Background: an optimization exercise with open tools, aiming at small area. Do not read the settings as production practice.
In this exercise RTL edits were held to simulation tests only and were not proved equivalent to the original.
Power is estimated from default activity; no workload was simulated.

Design clustered_greens_rom, start of the top module:
module clustered_greens_rom (
  input  logic         clk,
  input  logic         rst,
  input  logic [7:0]   me,
  input  logic [23:0]  coords_x,
  input  logic [23:0]  coords_y,
  input  logic [23:0]  coords_z,
  output logic [255:0] rdata
);
  logic [7:0][3:0] e_in;
  logic [23:0]     l_in;
  logic [3:0]      t_in;
  logic [2:0]      c_in;
  for (genvar p = 0; p < 8; p++) begin : g_enc
    grom_enc enc_i (
      .i ({coords_z[3*p +: 3], coords_y[3*p +: 3], coords_x[3*p +: 3]}),
      .o (e_in[p])
    );
    assign l_in[3*p +: 3] = e_in[p][2:0];
  end
  for (genvar j = 0; j < 4; j++) begin : g_pair
    assign t_in[j] = e_in[j][3] | e_in[7-j][3];
  end
  assign c_in = {coords_z[0], coords_y[0], coords_x[0]};
  logic [5:0][23:0] l_q;
  logic [5:0][3:0]  t_q;
  logic [5:0][2:0]  c_q;
  logic [23:0]      l_6;
  logic [3:0]       t_6;
  logic [7:0]       x_6;
  logic [7:0]       maj_6;
  always_ff @(posedge clk) begin
    l_q[0] <= l_in;
    t_q[0] <= t_in;
    c_q[0] <= c_in;
    for (int i = 1; i < 6; i++) begin
      l_q[i] <= l_q[i-1];
      t_q[i] <= t_q[i-1];
      c_q[i] <= c_q[i-1];
    end
    l_6 <= l_q[5];
    t_6 <= t_q[5];
    for (int q = 0; q < 8; q++) begin
  ...
export LEC_CHECK = 0
export CAP_MARGIN = 20
export CORE_MARGIN = 2
export CORE_UTILIZATION = 45
export GPL_TIMING_DRIVEN = 0
export SETUP_SLACK_MARGIN = 0.1
export SLEW_MARGIN = 20
create_clock -name core_clock -period 3.0 [get_ports {clk}]
standard.sh (not shown) runs the stock make flow with config.mk's settings and CLKGATE_MAP_FILE= SYNTH_SCRIPT=/design/flow/synth_recipe.tcl, a recipe that flattens the netlist after the stock synthesis.
==> flow/flow/run.sh <==
#!/bin/bash
# Own flow: the standard layout (standard.sh) with two changes:
#  - synthesis: ABC maps the combinational logic with flow/abc_area.script instead of ORFS's
#    script, and Yosys's full-adder extraction is skipped (the logic is already gate-level);
#    registers, flattening and renaming are the standard synthesis's.
#  - placement: the port buffers are sky130_fd_sc_hd__buf_1 (every input and output port still
#    gets one) instead of the resizer's choice of a clkdlybuf4s50 delay cell.
#  - clock tree: TritonCTS as standard but with no
#    dummy loads; it is still a balanced tree from the clock port to every register.
set -euo pipefail
W=$PWD
{
  echo 'proc abc {args} {'
  echo '  set i [lsearch -exact $args -script]'
  echo "  if {\$i >= 0} { lset args [expr {\$i + 1}] $W/flow/abc_area.script }"
  echo '  yosys abc {*}$args'
  echo '}'
  echo '# adders stay plain logic for ABC'
  echo 'proc extract_fa {args} {}'
  cat synth_recipe.tcl
} > own_synth.tcl
export BUFFER_PORTS_ARGS="-buffer_cell sky130_fd_sc_hd__buf_1"
export CTS_ARGS="-sink_clustering_enable -repair_clock_nets -dont_use_dummy_load"
bash standard.sh SYNTH_SCRIPT="$W/own_synth.tcl" synth > synth_make.log 2>&1
bash standard.sh SYNTH_SCRIPT="$W/own_synth.tcl" finish > layout_make.log 2>&1
==> flow/flow/abc_area.script <==
strash
&get -n
&b -d
&dch -f
&nf -p -R 1000
&put
topo
upsize -D 1100
dnsize -D 1100
topo
stime -c
The first run finished with timing, DRC and antenna clean.
==> next run, changes <==
--- a/flow/flow/run.sh
+++ b/flow/flow/run.sh
@@ -1,3 +1,3 @@
 #!/bin/bash
-# Own flow: the standard layout (standard.sh) with two changes:
+# Own flow: the standard layout (standard.sh) with these changes:
 #  - synthesis: ABC maps the combinational logic with flow/abc_area.script instead of ORFS's
@@ -5,2 +5,4 @@
 #    registers, flattening and renaming are the standard synthesis's.
+#  - floorplan: the buffers synthesis leaves (Yosys's insbuf on aliased nets) are removed
+#    (REMOVE_ABC_BUFFERS=1), as the standard flow does with timing-driven placement.
 #  - placement: the port buffers are sky130_fd_sc_hd__buf_1 (every input and output port still
@@ -24,2 +26,2 @@
 bash standard.sh SYNTH_SCRIPT="$W/own_synth.tcl" synth > synth_make.log 2>&1
-bash standard.sh SYNTH_SCRIPT="$W/own_synth.tcl" finish > layout_make.log 2>&1
+bash standard.sh SYNTH_SCRIPT="$W/own_synth.tcl" REMOVE_ABC_BUFFERS=1 finish > layout_make.log 2>&1
CORE_UTILIZATION = 70   (was 45)
First-iteration DRC count decreases by about 11%.
Non-clock buffer count shrinks by 295.
Area after synthesis stays the same.

* * *

Starting RTL as in the previous note.
export LEC_CHECK = 0
export CAP_MARGIN = 20
export CORE_MARGIN = 2
export CORE_UTILIZATION = 62
export GPL_TIMING_DRIVEN = 0
export PLACE_DENSITY = 0.8
export SETUP_SLACK_MARGIN = 0.1
export SLEW_MARGIN = 20
create_clock -name core_clock -period 3.0 [get_ports {clk}]
==> flow/flow/run.sh <==
#!/bin/bash
# Own flow: the standard layout (standard.sh) with these changes:
#  - synthesis: ABC maps the combinational logic with flow/abc_area.script instead of ORFS's
#    script, and Yosys's full-adder extraction is skipped (the logic is already gate-level);
#    registers, flattening and renaming are the standard synthesis's.
#  - floorplan: the buffers synthesis leaves (Yosys's insbuf on aliased nets) are removed
#    (REMOVE_ABC_BUFFERS=1), as the standard flow does with timing-driven placement.
#  - placement: the port buffers are sky130_fd_sc_hd__buf_1 (every input and output port still
#    gets one) instead of the resizer's choice of a clkdlybuf4s50 delay cell.
#  - clock tree: TritonCTS as standard but with no
#    dummy loads; it is still a balanced tree from the clock port to every register.
set -euo pipefail
W=$PWD
{
  echo 'proc abc {args} {'
  echo '  set i [lsearch -exact $args -script]'
  echo "  if {\$i >= 0} { lset args [expr {\$i + 1}] $W/flow/abc_area.script }"
  echo '  yosys abc {*}$args'
  echo '}'
  echo '# adders stay plain logic for ABC'
  echo 'proc extract_fa {args} {}'
  cat synth_recipe.tcl
} > own_synth.tcl
export BUFFER_PORTS_ARGS="-buffer_cell sky130_fd_sc_hd__buf_1"
export CTS_ARGS="-sink_clustering_enable -repair_clock_nets -dont_use_dummy_load"
bash standard.sh SYNTH_SCRIPT="$W/own_synth.tcl" synth > synth_make.log 2>&1
bash standard.sh SYNTH_SCRIPT="$W/own_synth.tcl" REMOVE_ABC_BUFFERS=1 finish > layout_make.log 2>&1
Scripts as last shown in full above: flow/flow/abc_area.script
The baseline produced a clean layout.
Change:
CORE_UTILIZATION = 45   (was 62)
PLACE_DENSITY = default   (was 0.8)
Outcome: Flip-flop and latch count does not change; clock-buffer cell count is higher by 2; global-route usage is lower by 7.7 points; routed wire length is lower by 1.7%; die area is higher by about 37%.
Change:
--- a/flow/flow/run.sh
+++ b/flow/flow/run.sh
@@ -8,5 +8,5 @@
 #  - placement: the port buffers are sky130_fd_sc_hd__buf_1 (every input and output port still
 #    gets one) instead of the resizer's choice of a clkdlybuf4s50 delay cell.
-#  - clock tree: TritonCTS as standard but with no
+#  - clock tree: TritonCTS with smaller sink clusters of clkbuf_4/clkbuf_8 leaf buffers and no
 #    dummy loads; it is still a balanced tree from the clock port to every register.
 set -euo pipefail
@@ -23,5 +23,5 @@
 } > own_synth.tcl
 export BUFFER_PORTS_ARGS="-buffer_cell sky130_fd_sc_hd__buf_1"
-export CTS_ARGS="-sink_clustering_enable -repair_clock_nets -dont_use_dummy_load"
+export CTS_ARGS="-sink_clustering_enable -repair_clock_nets -dont_use_dummy_load -sink_clustering_size 20 -sink_clustering_max_diameter 60 -buf_list {sky130_fd_sc_hd__clkbuf_4 sky130_fd_sc_hd__clkbuf_8}"
 bash standard.sh SYNTH_SCRIPT="$W/own_synth.tcl" synth > synth_make.log 2>&1
 bash standard.sh SYNTH_SCRIPT="$W/own_synth.tcl" REMOVE_ABC_BUFFERS=1 finish > layout_make.log 2>&1
CORE_UTILIZATION = 62   (was 45)
SETUP_SLACK_MARGIN = 0   (was 0.1)
What happened: The new run ran to the end with no violations; hold slack got worse by 0.031 ns; area after synthesis does not change; die area drops by 27%; setup slack got worse by 0.050 ns; via count drops by 2.9%; combinational power drops by 7.1%; fmax drops by 1.7%.
Change:
--- a/flow/flow/run.sh
+++ b/flow/flow/run.sh
@@ -23,5 +23,5 @@
 } > own_synth.tcl
 export BUFFER_PORTS_ARGS="-buffer_cell sky130_fd_sc_hd__buf_1"
-export CTS_ARGS="-sink_clustering_enable -repair_clock_nets -dont_use_dummy_load -sink_clustering_size 20 -sink_clustering_max_diameter 60 -buf_list {sky130_fd_sc_hd__clkbuf_4 sky130_fd_sc_hd__clkbuf_8}"
+export CTS_ARGS="-sink_clustering_enable -repair_clock_nets -dont_use_dummy_load -sink_clustering_size 24 -sink_clustering_max_diameter 70 -buf_list {sky130_fd_sc_hd__clkbuf_4 sky130_fd_sc_hd__clkbuf_8}"
 bash standard.sh SYNTH_SCRIPT="$W/own_synth.tcl" synth > synth_make.log 2>&1
 bash standard.sh SYNTH_SCRIPT="$W/own_synth.tcl" REMOVE_ABC_BUFFERS=1 finish > layout_make.log 2>&1
Effect:
- cell count is about the same
- final area barely changes
- flip-flop and latch count does not change
- clock skew rose by 0.011 ns
- total power fell slightly
Change:
--- a/flow/flow/run.sh
+++ b/flow/flow/run.sh
@@ -8,5 +8,5 @@
 #  - placement: the port buffers are sky130_fd_sc_hd__buf_1 (every input and output port still
 #    gets one) instead of the resizer's choice of a clkdlybuf4s50 delay cell.
-#  - clock tree: TritonCTS with smaller sink clusters of clkbuf_4/clkbuf_8 leaf buffers and no
+#  - clock tree: TritonCTS as standard but with no
 #    dummy loads; it is still a balanced tree from the clock port to every register.
 set -euo pipefail
@@ -23,5 +23,5 @@
 } > own_synth.tcl
 export BUFFER_PORTS_ARGS="-buffer_cell sky130_fd_sc_hd__buf_1"
-export CTS_ARGS="-sink_clustering_enable -repair_clock_nets -dont_use_dummy_load -sink_clustering_size 24 -sink_clustering_max_diameter 70 -buf_list {sky130_fd_sc_hd__clkbuf_4 sky130_fd_sc_hd__clkbuf_8}"
+export CTS_ARGS="-sink_clustering_enable -repair_clock_nets -dont_use_dummy_load"
 bash standard.sh SYNTH_SCRIPT="$W/own_synth.tcl" synth > synth_make.log 2>&1
 bash standard.sh SYNTH_SCRIPT="$W/own_synth.tcl" REMOVE_ABC_BUFFERS=1 finish > layout_make.log 2>&1
SETUP_SLACK_MARGIN = 0.03   (was 0)
Outcome:
- wire length rose by 1.7%
- global-route usage came out higher by 0.51 points
- design area grows by 2.0%
- cell count stays the same

* * *

== harbor ==
clustered_greens_rom, a different RTL version from the one above (not shown whole).
For scale: ~340 I/O pins, roughly 0.013 mm2 of cells after synthesis.
Settings: LEC_CHECK=0, CAP_MARGIN=20, CORE_MARGIN=2, CORE_UTILIZATION=45, GPL_TIMING_DRIVEN=0, SETUP_SLACK_MARGIN=0.1, SLEW_MARGIN=20; clock period 3.0 ns.
==> flow/flow/run.sh <==
#!/bin/bash
# Own flow: the standard layout (standard.sh) with these changes:
#  - synthesis: ABC maps the combinational logic with flow/abc_area.script instead of ORFS's
#    script, and Yosys's full-adder extraction is skipped (the logic is already gate-level);
#    registers, flattening and renaming are the standard synthesis's.
#  - floorplan: the buffers synthesis leaves (Yosys's insbuf on aliased nets) are removed
#    (REMOVE_ABC_BUFFERS=1), as the standard flow does with timing-driven placement.
#  - placement: the port buffers are sky130_fd_sc_hd__buf_1 (every input and output port still
#    gets one) instead of the resizer's choice of a clkdlybuf4s50 delay cell.
#  - clock tree: TritonCTS as standard but with no
#    dummy loads; it is still a balanced tree from the clock port to every register.
set -euo pipefail
W=$PWD
{
  echo 'proc abc {args} {'
  echo '  set i [lsearch -exact $args -script]'
  echo "  if {\$i >= 0} { lset args [expr {\$i + 1}] $W/flow/abc_area.script }"
  echo '  yosys abc {*}$args'
  echo '}'
  echo '# adders stay plain logic for ABC'
  echo 'proc extract_fa {args} {}'
  cat synth_recipe.tcl
} > own_synth.tcl
export BUFFER_PORTS_ARGS="-buffer_cell sky130_fd_sc_hd__buf_1"
export CTS_ARGS="-sink_clustering_enable -repair_clock_nets -dont_use_dummy_load"
bash standard.sh SYNTH_SCRIPT="$W/own_synth.tcl" synth > synth_make.log 2>&1
bash standard.sh SYNTH_SCRIPT="$W/own_synth.tcl" REMOVE_ABC_BUFFERS=1 finish > layout_make.log 2>&1
Scripts as last shown in full above: flow/flow/abc_area.script
harbor has completed all stages; timing, DRC and antenna checks passed.
Here is what was changed in the inputs of garnet compared with harbor.
Settings: a change of CORE_UTILIZATION from 45 to 55.
==> notes.md <==
The lower portion of total power attributed to the clock network of garnet and harbor is in garnet.
Taking harbor as the reference, in garnet placed wire-length estimate went down by 310 um, wire length on met2 went down, max-cap check violation count stayed essentially flat, critical path depth fell by 2.
| worst max-slew margin expressed relative to the limit | garnet vs harbor | 0.50 points lower |

* * *

clustered_greens_rom with an RTL version that a note above also has.
Size: about 1800 cells after synthesis, about 230 flip-flops, about 14000 um2 of cells after synthesis.
Settings: LEC_CHECK=0, CAP_MARGIN=20, CORE_MARGIN=2, CORE_UTILIZATION=62, GPL_TIMING_DRIVEN=0, SETUP_SLACK_MARGIN=0.06, SLEW_MARGIN=20; clock period 3.0 ns.
Scripts as last shown in full above: flow/flow/run.sh, flow/flow/abc_area.script
The first run went through all stages and came out clean.
Rerun with:
--- a/flow/config.mk
+++ b/flow/config.mk
@@ -8,6 +8,6 @@
 export CAP_MARGIN = 20
 export CORE_MARGIN = 2
-export CORE_UTILIZATION = 62
+export CORE_UTILIZATION = 55
 export GPL_TIMING_DRIVEN = 0
-export SETUP_SLACK_MARGIN = 0.06
+export SETUP_SLACK_MARGIN = 0.1
 export SLEW_MARGIN = 20
- core utilization fell by 6.1 points
- register-to-register slack improved by 30 ps
- final area rose by 1.8%
- worst hold slack improved by 31 ps
- power rose by 0.47%
- critical path depth fell by 1
- via count rose by 1.2%
- clock-buffer cell count fell by 1
- setup slack is about the same
Rerun with:
--- a/flow/config.mk
+++ b/flow/config.mk
@@ -8,6 +8,6 @@
 export CAP_MARGIN = 20
 export CORE_MARGIN = 2
-export CORE_UTILIZATION = 55
+export CORE_UTILIZATION = 62
 export GPL_TIMING_DRIVEN = 0
-export SETUP_SLACK_MARGIN = 0.1
+export SETUP_SLACK_MARGIN = 0
 export SLEW_MARGIN = 20
Outcome: The new run completed with no timing, DRC or antenna violations. Synthesized area stays the same. Maximum frequency decreases by about 1.8%. Cell area went down by about 3.3%. Routed wire length went down by about 1.7%. Via count shrinks by about 2.4%. Setup slack is worse by 52 ps. Global-route usage goes up by 3.2 points. Cell count decreases by 3.3%. Non-clock buffer count went down by 35. Worst hold slack loses 30 ps. Die area is lower by 11%.

* * *

Another version of the RTL of clustered_greens_rom (not shown whole).
Size in the first run: about 1800 cells after synthesis, roughly 340 I/O pins.
==> flow/design.v (excerpt) <==
module clustered_greens_rom (
  input  logic         clk,
  input  logic         rst,
  input  logic [7:0]   me,
  input  logic [23:0]  coords_x,
  input  logic [23:0]  coords_y,
  input  logic [23:0]  coords_z,
  output logic [255:0] rdata
);
  logic [7:0][3:0] e_in;
  logic [23:0]     l_in;
  logic [3:0]      t_in;
  logic [2:0]      c_in;
  for (genvar p = 0; p < 8; p++) begin : g_enc
    grom_enc enc_i (
      .i ({coords_z[3*p +: 3], coords_y[3*p +: 3], coords_x[3*p +: 3]}),
      .o (e_in[p])
    );
    assign l_in[3*p +: 3] = e_in[p][2:0];
  end
  for (genvar j = 0; j < 4; j++) begin : g_pair
    assign t_in[j] = e_in[j][3] | e_in[7-j][3];
  end
  assign c_in = {coords_z[0], coords_y[0], coords_x[0]};
  logic [5:0][23:0] l_q;
  logic [5:0][3:0]  t_q;
  logic [4:0][2:0]  c_q;
  logic             par_5e, par_5o;
  logic [7:0]       maj_5;
  logic [7:0][24:0] v_5;
  logic [7:0][24:0] v_6;
  always_ff @(posedge clk) begin
    l_q[0] <= l_in;
    t_q[0] <= t_in;
    c_q[0] <= c_in;
    for (int i = 1; i < 6; i++) begin
      l_q[i] <= l_q[i-1];
      t_q[i] <= t_q[i-1];
    end
    for (int i = 1; i < 5; i++) c_q[i] <= c_q[i-1];
    par_5e <= ^c_q[4];
    par_5o <= ~^c_q[4];
    for (int q = 0; q < 8; q++) begin
      maj_5[q] <= ((c_q[4][0] ^ q[0]) & (c_q[4][1] ^ q[1])) |
                  ((c_q[4][0] ^ q[0]) & (c_q[4][2] ^ q[2])) |
                  ((c_q[4][1] ^ q[1]) & (c_q[4][2] ^ q[2]));
    end
    v_6 <= v_5;
  end
  logic [7:0] par_5;
  for (genvar p = 0; p < 8; p++) begin : g_dec
    if (p == 0 || p == 3 || p == 5 || p == 6) begin : g_even
      assign par_5[p] = par_5e;
    end else begin : g_odd
      assign par_5[p] = par_5o;
    end
    grom_dec_00 dec_i (.i({maj_5[p], par_5[p], t_q[5][p < 4 ? p : 7 - p], l_q[5][3*p +: 3]}), .o(v_5[p]));
    assign rdata[32*p +: 32] = {7'd0, v_6[p]};
  end
endmodule
Settings: LEC_CHECK=0, CAP_MARGIN=20, CORE_MARGIN=2, CORE_UTILIZATION=45, GPL_TIMING_DRIVEN=0, SETUP_SLACK_MARGIN=0.15, SLEW_MARGIN=20; clock period 3.0 ns.
==> flow/flow/run.sh <==
#!/bin/bash
# Own flow: the standard layout (standard.sh) with these changes:
#  - synthesis: ABC maps the combinational logic with flow/abc_area.script instead of ORFS's
#    script, and Yosys's full-adder extraction is skipped (the logic is already gate-level);
#    registers, flattening and renaming are the standard synthesis's.
#  - floorplan: the buffers synthesis leaves (Yosys's insbuf on aliased nets) are removed
#    (REMOVE_ABC_BUFFERS=1), as the standard flow does with timing-driven placement.
#  - placement: the port buffers are sky130_fd_sc_hd__buf_1 (every input and output port still
#    gets one) instead of the resizer's choice of a clkdlybuf4s50 delay cell.
#  - clock tree: TritonCTS with smaller sink clusters of clkbuf_4/clkbuf_8 leaf buffers and no
#    dummy loads; it is still a balanced tree from the clock port to every register.
set -euo pipefail
W=$PWD
{
  echo 'proc abc {args} {'
  echo '  set i [lsearch -exact $args -script]'
  echo "  if {\$i >= 0} { lset args [expr {\$i + 1}] $W/flow/abc_area.script }"
  echo '  yosys abc {*}$args'
  echo '}'
  echo '# adders stay plain logic for ABC'
  echo 'proc extract_fa {args} {}'
  cat synth_recipe.tcl
} > own_synth.tcl
export BUFFER_PORTS_ARGS="-buffer_cell sky130_fd_sc_hd__buf_1"
export CTS_ARGS="-sink_clustering_enable -repair_clock_nets -dont_use_dummy_load -sink_clustering_size 20 -sink_clustering_max_diameter 60 -buf_list {sky130_fd_sc_hd__clkbuf_4 sky130_fd_sc_hd__clkbuf_8}"
bash standard.sh SYNTH_SCRIPT="$W/own_synth.tcl" synth > synth_make.log 2>&1
bash standard.sh SYNTH_SCRIPT="$W/own_synth.tcl" REMOVE_ABC_BUFFERS=1 finish > layout_make.log 2>&1
==> flow/flow/abc_area.script <==
strash
dch -f
amap
topo
upsize -D 2000
dnsize -D 2000
topo
stime -c
The baseline produced a clean layout.
Next try:
==> flow/flow/run.sh (replaced) <==
#!/bin/bash
# Own flow: the standard layout (standard.sh) with two changes:
#  - synthesis: ABC maps the combinational logic with flow/abc_area.script instead of ORFS's
#    script, and Yosys's full-adder extraction is skipped (the logic is already gate-level);
#    registers, flattening and renaming are the standard synthesis's.
#  - placement: the port buffers are sky130_fd_sc_hd__buf_1 (every input and output port still
#    gets one) instead of the resizer's choice of a clkdlybuf4s50 delay cell.
set -euo pipefail
W=$PWD
{
  echo 'proc abc {args} {'
  echo '  set i [lsearch -exact $args -script]'
  echo "  if {\$i >= 0} { lset args [expr {\$i + 1}] $W/flow/abc_area.script }"
  echo '  yosys abc {*}$args'
  echo '}'
  echo '# adders stay plain logic for ABC'
  echo 'proc extract_fa {args} {}'
  cat synth_recipe.tcl
} > own_synth.tcl
export BUFFER_PORTS_ARGS="-buffer_cell sky130_fd_sc_hd__buf_1"
bash standard.sh SYNTH_SCRIPT="$W/own_synth.tcl" synth > synth_make.log 2>&1
bash standard.sh SYNTH_SCRIPT="$W/own_synth.tcl" finish > layout_make.log 2>&1
=>
- area after synthesis stays the same
- worst setup slack is better by 0.050 ns
- total power came out higher by 20%
- via count came out higher by 2.1%
- fmax came out higher by 1.8%
- critical path depth stays the same
- clock skew came out lower by 0.053 ns
Next try:
==> flow/flow/abc_area.script (replaced) <==
strash
dch -f
amap
topo
stime -c
--- a/flow/config.mk
+++ b/flow/config.mk
@@ -9,3 +9,3 @@
 export CORE_MARGIN = 2
-export CORE_UTILIZATION = 45
+export CORE_UTILIZATION = 55
 export GPL_TIMING_DRIVEN = 0
Combinational power goes down by about 2%.
Count of clock-buffer cells in the layout drops by 2.
Worst setup slack is better by 0.095 ns.
Global-route usage grows by 5.2 points.
Non-clock buffer count falls by 1.
Synthesized area decreases by 0.70%.
Register-to-register slack improved by 0.09 ns.
Via count increases by about 2.5%.
Clock power climbs by about 9%.
Wire length is higher by 1.0%.
Clock skew went down by 0.0043 ns.
Next try:
--- a/flow/flow/run.sh
+++ b/flow/flow/run.sh
@@ -7,2 +7,4 @@
 #    gets one) instead of the resizer's choice of a clkdlybuf4s50 delay cell.
+#  - clock tree: TritonCTS with smaller sink clusters of clkbuf_4/clkbuf_8 leaf buffers and no
+#    dummy loads; it is still a balanced tree from the clock port to every register.
 set -euo pipefail
@@ -20,2 +22,3 @@
 export BUFFER_PORTS_ARGS="-buffer_cell sky130_fd_sc_hd__buf_1"
+export CTS_ARGS="-sink_clustering_enable -repair_clock_nets -dont_use_dummy_load -sink_clustering_size 20 -sink_clustering_max_diameter 60 -buf_list {sky130_fd_sc_hd__clkbuf_4 sky130_fd_sc_hd__clkbuf_8}"
 bash standard.sh SYNTH_SCRIPT="$W/own_synth.tcl" synth > synth_make.log 2>&1
==> flow/flow/abc_area.script (replaced) <==
strash
dch -f
amap
topo
upsize -D 2000
dnsize -D 2000
topo
stime -c
--- a/flow/config.mk
+++ b/flow/config.mk
@@ -9,3 +9,3 @@
 export CORE_MARGIN = 2
-export CORE_UTILIZATION = 55
+export CORE_UTILIZATION = 45
 export GPL_TIMING_DRIVEN = 0
Global-route usage is lower by 5.7 points.
Setup slack got worse by 0.0060 ns.
First-iteration DRC count came out lower by 32%.
Count of clock-buffer cells in the layout went down by 17.
Combinational power is higher by about 1%.
Non-clock buffer count grows by 1.
Cell count came out higher by 2.5%.
Routed wire length is lower by 2.4%.
Worst hold slack loses 0.097 ns.
Register-to-register slack stays flat.

-- separate check: timing with driven ports --
No port has a modelled driver above. Below, the same layouts with a new extraction and two added sets of constraints. Step 1 (the two cells are an assumption about what drives the block):
set clk [get_ports {clk}]
set_driving_cell -lib_cell sky130_fd_sc_hd__clkbuf_16 $clk
set_driving_cell -lib_cell sky130_fd_sc_hd__buf_2 [delete_from_list [all_inputs] $clk]
Step 2 times the ports against the registers' clock, not the clock port: input delays grow and output delays shrink by t, the midpoint of the rising clock arrivals with the driver on. Slacks: ideal ports / drivers / drivers and shift; pairs: ideal ports / drivers.
| run | shift t [ns] | setup slack, ns | worst setup path after step 2 | slew at the worst register clock pin (ns) |
|---|---|---|---|---|
| the first run of note 1 | 0.501 | 0.087 / 0.042 / 0.543 | register to output | 0.06 / 0.06 |
| the second run of note 1 | 0.508 | 0.074 / 0.032 / 0.540 | register to output | 0.07 / 0.07 |
| the first run of note 2 | 0.502 | 0.140 / 0.102 / 0.605 | register to output | 0.06 / 0.06 |
| the second run of note 2 | 0.518 | 0.143 / 0.101 / 0.618 | register to output | 0.06 / 0.06 |
| the third run of note 2 | 0.493 | 0.093 / 0.062 / 0.555 | register to output | 0.11 / 0.11 |
| the fourth run of note 2 | 0.501 | 0.095 / 0.062 / 0.563 | register to output | 0.12 / 0.12 |
| the fifth run of note 2 | 0.502 | 0.103 / 0.064 / 0.566 | register to output | 0.06 / 0.06 |
| harbor | 0.516 | 0.083 / 0.044 / 0.239 | input to register | 0.07 / 0.07 |
| garnet | 0.511 | 0.109 / 0.067 / 0.201 | input to register | 0.07 / 0.07 |
| the first run of note 4 | 0.503 | 0.125 / 0.085 / 0.588 | register to output | 0.06 / 0.06 |
| the second run of note 4 | 0.495 | 0.127 / 0.089 / 0.584 | register to output | 0.06 / 0.06 |
| the third run of note 4 | 0.502 | 0.075 / 0.037 / 0.538 | register to output | 0.06 / 0.06 |
| the first run of note 5 | 0.629 | 0.157 / 0.157 / 0.157 | register to register | 0.11 / 0.11 |
| the second run of note 5 | 0.580 | 0.207 / 0.207 / 0.207 | register to register | 0.07 / 0.07 |
| the third run of note 5 | 0.565 | 0.302 / 0.302 / 0.302 | register to register | 0.07 / 0.07 |
| the fourth run of note 5 | 0.615 | 0.296 / 0.296 / 0.296 | register to register | 0.11 / 0.11 |
After both steps every run listed still meets setup and hold.
